This design comes from an exercise in tuning for small area, a short achievable clock period and few clock cycles per item on the open sky130 flow, not from production work. In this exercise RTL edits were held to simulation tests only and were not proved equivalent to the original. No activity file was given, so power comes from the tool's default toggle rates.

## oak
==> module dram_read_req, before the edit <==
module dram_read_req (
    input  logic                  clk_i,
    input  logic                  rst_i,
    input  logic                  addr_we_i,
    input  feeder_pkg::bus_data_t wdata_i,
    input  logic                  start_i,
    input  feeder_pkg::xfer_cfg_t cfg_i,
    output feeder_pkg::word_idx_t first_word_o,
    input  logic                  fifo_addr_full_i,
    input  logic                  fifo_rw_full_i,
    output logic                  dram_addr_valid_o,
    output feeder_pkg::bus_addr_t dram_addr_o,
    output logic                  busy_o
);
    logic [30:0] addr_q;
    logic        active_q;    
    logic        rewind_q;    
    logic        valid_q;     
    logic        first_q;     
    logic [9:0]  full_q;
    logic [1:0]  part_q;
    logic [5:0]  part_words;
    logic [1:0]  part_lines;
    logic        full_zero;
    logic        last_q;      
    logic        one_line;    
    logic        two_left;    
    logic        step;
    logic        fifo_ready;
    logic [25:0] line_next;
    assign part_words = 6'(cfg_i.len[4:0]) + 6'(addr_q[4:0]);
    assign part_lines = (part_words == 6'd0)  ? 2'd0 :
                        (part_words <= 6'd32) ? 2'd1 : 2'd2;
    assign full_zero  = (full_q == '0);
    assign one_line   = (cfg_i.len[14:5] == 10'd0) ? (part_lines == 2'd1) :
                        ((cfg_i.len[14:5] == 10'd1) && (part_lines == 2'd0));
    assign two_left   = full_zero ? (part_q == 2'd2) :
                        (full_q == 10'd1) ? (part_q == 2'd1) :
                        ((full_q == 10'd2) && (part_q == 2'd0));
    assign step       = valid_q || rewind_q;
    assign fifo_ready = !fifo_addr_full_i && !fifo_rw_full_i;
    always_comb begin
        logic carry;
        carry = 1'b1;
        for (int i = 0; i < 26; i++) begin
            line_next[i] = addr_q[5 + i] ^ carry;
            carry        = carry & (addr_q[5 + i] ^ rewind_q);
        end
    end
    always_ff @(posedge clk_i) begin
        if (rst_i) begin
            active_q <= 1'b0;
            rewind_q <= 1'b0;
            valid_q  <= 1'b0;
        end else if (start_i) begin
            active_q <= 1'b1;
            valid_q  <= fifo_ready;
        end else if (valid_q) begin
            valid_q <= 1'b0;
            if (last_q) begin
                active_q <= 1'b0;
                rewind_q <= 1'b1;
            end
        end else if (rewind_q) begin
            if (last_q) begin
                rewind_q <= 1'b0;
            end
        end else begin
            valid_q <= active_q && fifo_ready;
        end
    end
    always_ff @(posedge clk_i) begin
        if (rst_i) begin
            addr_q <= '0;
        end else if (addr_we_i) begin
            addr_q <= wdata_i[31:1];
        end else if (step) begin
            addr_q[30:5] <= line_next;
        end
    end
    always_ff @(posedge clk_i) begin
        if (start_i || (valid_q && last_q)) begin
            full_q <= cfg_i.len[14:5];
            part_q <= part_lines;
            last_q <= one_line;
        end else if (step) begin
            last_q <= two_left;
            if (full_zero) begin
                part_q <= part_q - 1'b1;
            end else begin
                full_q <= full_q - 1'b1;
            end
        end
    end
    always_ff @(posedge clk_i) begin
        if (start_i) begin
            first_q <= 1'b1;
        end else if (valid_q) begin
            first_q <= 1'b0;
        end
    end
    assign dram_addr_valid_o = valid_q;
    assign dram_addr_o       = {addr_q[30:5], addr_q[4:0] & {5{first_q}}, 1'b0};
    assign first_word_o      = addr_q[4:0];
    assign busy_o            = active_q || rewind_q;
endmodule
==> module gemm_load_feeder, before the edit <==
module gemm_load_feeder (
    input  logic                  clk_i,
    input  logic                  rst_i,
    input  logic                  start_i,
    input  feeder_pkg::xfer_cfg_t cfg_i,
    input  feeder_pkg::word_idx_t first_word_i,
    input  logic                  fifo_data_empty_i,
    input  feeder_pkg::line_t     dram_line_i,
    output logic                  fifo_data_rd_en_o,
    output feeder_pkg::load_cmd_t load_cmd_o,
    output logic                  busy_o
);
    feeder_pkg::sram_idx_t idx_q;
    logic                  active_q;    
    logic [3:0]            ptr_lo_q;    
    logic [7:0]            ptr_hi_q;    
    feeder_pkg::len_t      left_q;      
    logic                  pop_q;       
    logic                  pop_only_q;  
    logic                  valid_q;
    feeder_pkg::word_t     data_q;
    logic                  take;
    logic                  last_word;
    logic                  next_last;
    logic                  at_30;
    logic                  at_31;
    feeder_pkg::word_t     word;
    assign take      = active_q && !fifo_data_empty_i && !pop_only_q;
    assign last_word = (left_q == 15'd1);
    assign at_30     = ptr_hi_q[7] && ptr_lo_q[2];
    assign at_31     = ptr_hi_q[7] && ptr_lo_q[3];
    assign next_last = (left_q == 15'd2) || at_30;
    always_ff @(posedge clk_i) begin
        if (rst_i) begin
            active_q   <= 1'b0;
            pop_q      <= 1'b0;
            pop_only_q <= 1'b0;
            valid_q    <= 1'b0;
        end else begin
            valid_q    <= take;
            pop_only_q <= 1'b0;
            if (start_i) begin
                active_q <= 1'b1;
                pop_q    <= 1'b0;
            end else if (take) begin
                if (last_word) begin
                    active_q <= 1'b0;
                end
                if (pop_q) begin
                    pop_q <= 1'b0;
                end else if (at_31 || last_word) begin
                    pop_q      <= 1'b1;
                    pop_only_q <= 1'b1;
                end else begin
                    pop_q <= next_last;
                end
            end else if (pop_only_q) begin
                pop_q <= 1'b0;
            end
        end
    end
    always_ff @(posedge clk_i) begin
        if (start_i) begin
            ptr_lo_q <= 4'(1) << first_word_i[1:0];
            ptr_hi_q <= 8'(1) << first_word_i[4:2];
            left_q   <= cfg_i.len;
        end else if (take) begin
            ptr_lo_q <= {ptr_lo_q[2:0], ptr_lo_q[3]};
            if (ptr_lo_q[3]) begin
                ptr_hi_q <= {ptr_hi_q[6:0], ptr_hi_q[7]};
            end
            left_q   <= left_q - 1'b1;
        end
    end
    always_ff @(posedge clk_i) begin
        if (start_i) begin
            idx_q <= cfg_i.sram_idx;
        end else if (valid_q) begin
            idx_q <= idx_q + 1'b1;
        end
    end
    always_comb begin
        word = '0;
        for (int k = 0; k < 32; k++) begin
            word = word | (dram_line_i[16*k +: 16] & {16{ptr_lo_q[k % 4] & ptr_hi_q[k / 4]}});
        end
    end
    always_ff @(posedge clk_i) begin
        data_q <= word;
    end
    assign load_cmd_o.valid  = valid_q;
    assign load_cmd_o.opcode = cfg_i.weight ? feeder_pkg::OP_LOAD_WEIGHT
                                            : feeder_pkg::OP_LOAD_INPUT;
    assign load_cmd_o.data   = data_q;
    assign load_cmd_o.idx    = idx_q;
    assign fifo_data_rd_en_o = pop_q;
    assign busy_o            = active_q;
endmodule
clock: 5.0 ns
lec_check: 0
abc_clock_period_in_ps: 2500
cap_margin: 20
core_area: 5 5 235 235
cts_buf_list: sky130_fd_sc_hd__clkbuf_8
cts_cluster_diameter: 80
cts_cluster_size: 40
die_area: 0 0 240 240
setup_slack_margin: 2.5
slew_margin: 20
standard.sh (not shown) runs the stock make flow with config.mk's settings and CLKGATE_MAP_FILE= SYNTH_SCRIPT=/design/flow/synth_recipe.tcl, a recipe that flattens the netlist after the stock synthesis.
==> flow/flow/run.sh <==
#!/bin/bash
# Standard ORFS layout, with the port buffers made of the smallest buffer cell.
set -euo pipefail
export BUFFER_PORTS_ARGS="-buffer_cell sky130_fd_sc_hd__buf_1"
bash standard.sh finish > standard.log 2>&1
Testbench counts of oak, summed over its fixed seeds: cycles 185,016, words 174,743.
For pine, these inputs were changed with respect to oak:
--- a/flow/design.v
+++ b/flow/design.v
@@ -132,25 +132,19 @@
     logic [9:0]  full_q;
     logic [1:0]  part_q;
     logic [5:0]  part_words;
     logic [1:0]  part_lines;
     logic        full_zero;
-    logic        last_q;      
-    logic        one_line;    
-    logic        two_left;    
+    logic        last_step;
     logic        step;
     logic        fifo_ready;
     logic [25:0] line_next;
     assign part_words = 6'(cfg_i.len[4:0]) + 6'(addr_q[4:0]);
     assign part_lines = (part_words == 6'd0)  ? 2'd0 :
                         (part_words <= 6'd32) ? 2'd1 : 2'd2;
     assign full_zero  = (full_q == '0);
-    assign one_line   = (cfg_i.len[14:5] == 10'd0) ? (part_lines == 2'd1) :
-                        ((cfg_i.len[14:5] == 10'd1) && (part_lines == 2'd0));
-    assign two_left   = full_zero ? (part_q == 2'd2) :
-                        (full_q == 10'd1) ? (part_q == 2'd1) :
-                        ((full_q == 10'd2) && (part_q == 2'd0));
+    assign last_step  = full_zero ? (part_q == 2'd1) : ((full_q == 10'd1) && (part_q == 2'd0));
     assign step       = valid_q || rewind_q;
     assign fifo_ready = !fifo_addr_full_i && !fifo_rw_full_i;
     always_comb begin
         logic carry;
         carry = 1'b1;
@@ -167,16 +161,16 @@
         end else if (start_i) begin
             active_q <= 1'b1;
             valid_q  <= fifo_ready;
         end else if (valid_q) begin
             valid_q <= 1'b0;
-            if (last_q) begin
+            if (last_step) begin
                 active_q <= 1'b0;
                 rewind_q <= 1'b1;
             end
         end else if (rewind_q) begin
-            if (last_q) begin
+            if (last_step) begin
                 rewind_q <= 1'b0;
             end
         end else begin
             valid_q <= active_q && fifo_ready;
         end
@@ -189,16 +183,14 @@
         end else if (step) begin
             addr_q[30:5] <= line_next;
         end
     end
     always_ff @(posedge clk_i) begin
-        if (start_i || (valid_q && last_q)) begin
+        if (start_i || (valid_q && last_step)) begin
             full_q <= cfg_i.len[14:5];
             part_q <= part_lines;
-            last_q <= one_line;
         end else if (step) begin
-            last_q <= two_left;
             if (full_zero) begin
                 part_q <= part_q - 1'b1;
             end else begin
                 full_q <= full_q - 1'b1;
             end
@@ -235,10 +227,11 @@
     logic [3:0]            ptr_lo_q;    
     logic [7:0]            ptr_hi_q;    
     feeder_pkg::len_t      left_q;      
     logic                  pop_q;       
     logic                  pop_only_q;  
+    logic                  fresh_q;     
     logic                  valid_q;
     feeder_pkg::word_t     data_q;
     logic                  take;
     logic                  last_word;
     logic                  next_last;
@@ -282,23 +275,23 @@
     always_ff @(posedge clk_i) begin
         if (start_i) begin
             ptr_lo_q <= 4'(1) << first_word_i[1:0];
             ptr_hi_q <= 8'(1) << first_word_i[4:2];
             left_q   <= cfg_i.len;
+            fresh_q  <= 1'b1;
         end else if (take) begin
             ptr_lo_q <= {ptr_lo_q[2:0], ptr_lo_q[3]};
             if (ptr_lo_q[3]) begin
                 ptr_hi_q <= {ptr_hi_q[6:0], ptr_hi_q[7]};
             end
             left_q   <= left_q - 1'b1;
+            fresh_q  <= 1'b0;
         end
     end
     always_ff @(posedge clk_i) begin
-        if (start_i) begin
-            idx_q <= cfg_i.sram_idx;
-        end else if (valid_q) begin
-            idx_q <= idx_q + 1'b1;
+        if (take) begin
+            idx_q <= fresh_q ? cfg_i.sram_idx : feeder_pkg::sram_idx_t'(idx_q + 1'b1);
         end
     end
     always_comb begin
         word = '0;
         for (int k = 0; k < 32; k++) begin
[summary]
The fill cell total of the finished layout of oak and that of pine are within noise of each other. Per the comparison of pine with oak, peak ir drop on the vdd network went up by 0.065 mV; clock distribution area overhead in the final layout was more or less identical; routed wire length went up by 6.5%; total stage count of the critical path went down by 1. For worst hold slack, oak and pine come out practically identical. pine vs oak: part of the total power dissipated in the clock network up. Timing-limited maximum frequency in pine is 2.1% higher than in oak. Share of cells above drive strength 1 across pine and oak: no real change. [pine] count of distinct cell types in the synthesized netlist rose 10 relative to oak. Between pine and oak, routability congestion estimate from global placement is lower for pine, oak comes in above that. In pine, number of iterations in the first detailed-routing pass is higher than in oak. When pine is measured against oak, its met1 layer usage reported by global route turns out 1.1 points higher.
Testbench counts of pine, summed over its fixed seeds: cycles 185,016, words 174,743.

afterwards: timing with drivers on the ports:
Ports are ideal in the flow. The routed layouts listed here were re-timed in OpenROAD. Step 1, drivers: a clkbuf_16 drives clk_i and a buf_2 each remaining input, both assumed. Step 2 times the ports against the registers' clock, not the clock port: input delays grow and output delays shrink by t, the midpoint of the rising clock arrivals with the driver on. a / b / c = no drivers / after step 1 / after step 2; a / b = the first two.
run	shift t [ns]	slack for setup (ns)	worst data-port slew with drivers (ns)	cell pins on the clock port's net
oak	0.560	2.497 / 2.497 / 2.024	0.26	1
pine	0.579	2.549 / 2.515 / 2.005	0.27	1
After both steps every run listed still meets setup and hold. For pine, which loses most, drivers alone change the setup slack by -0.034 ns; drivers and shift together by -0.544 ns.
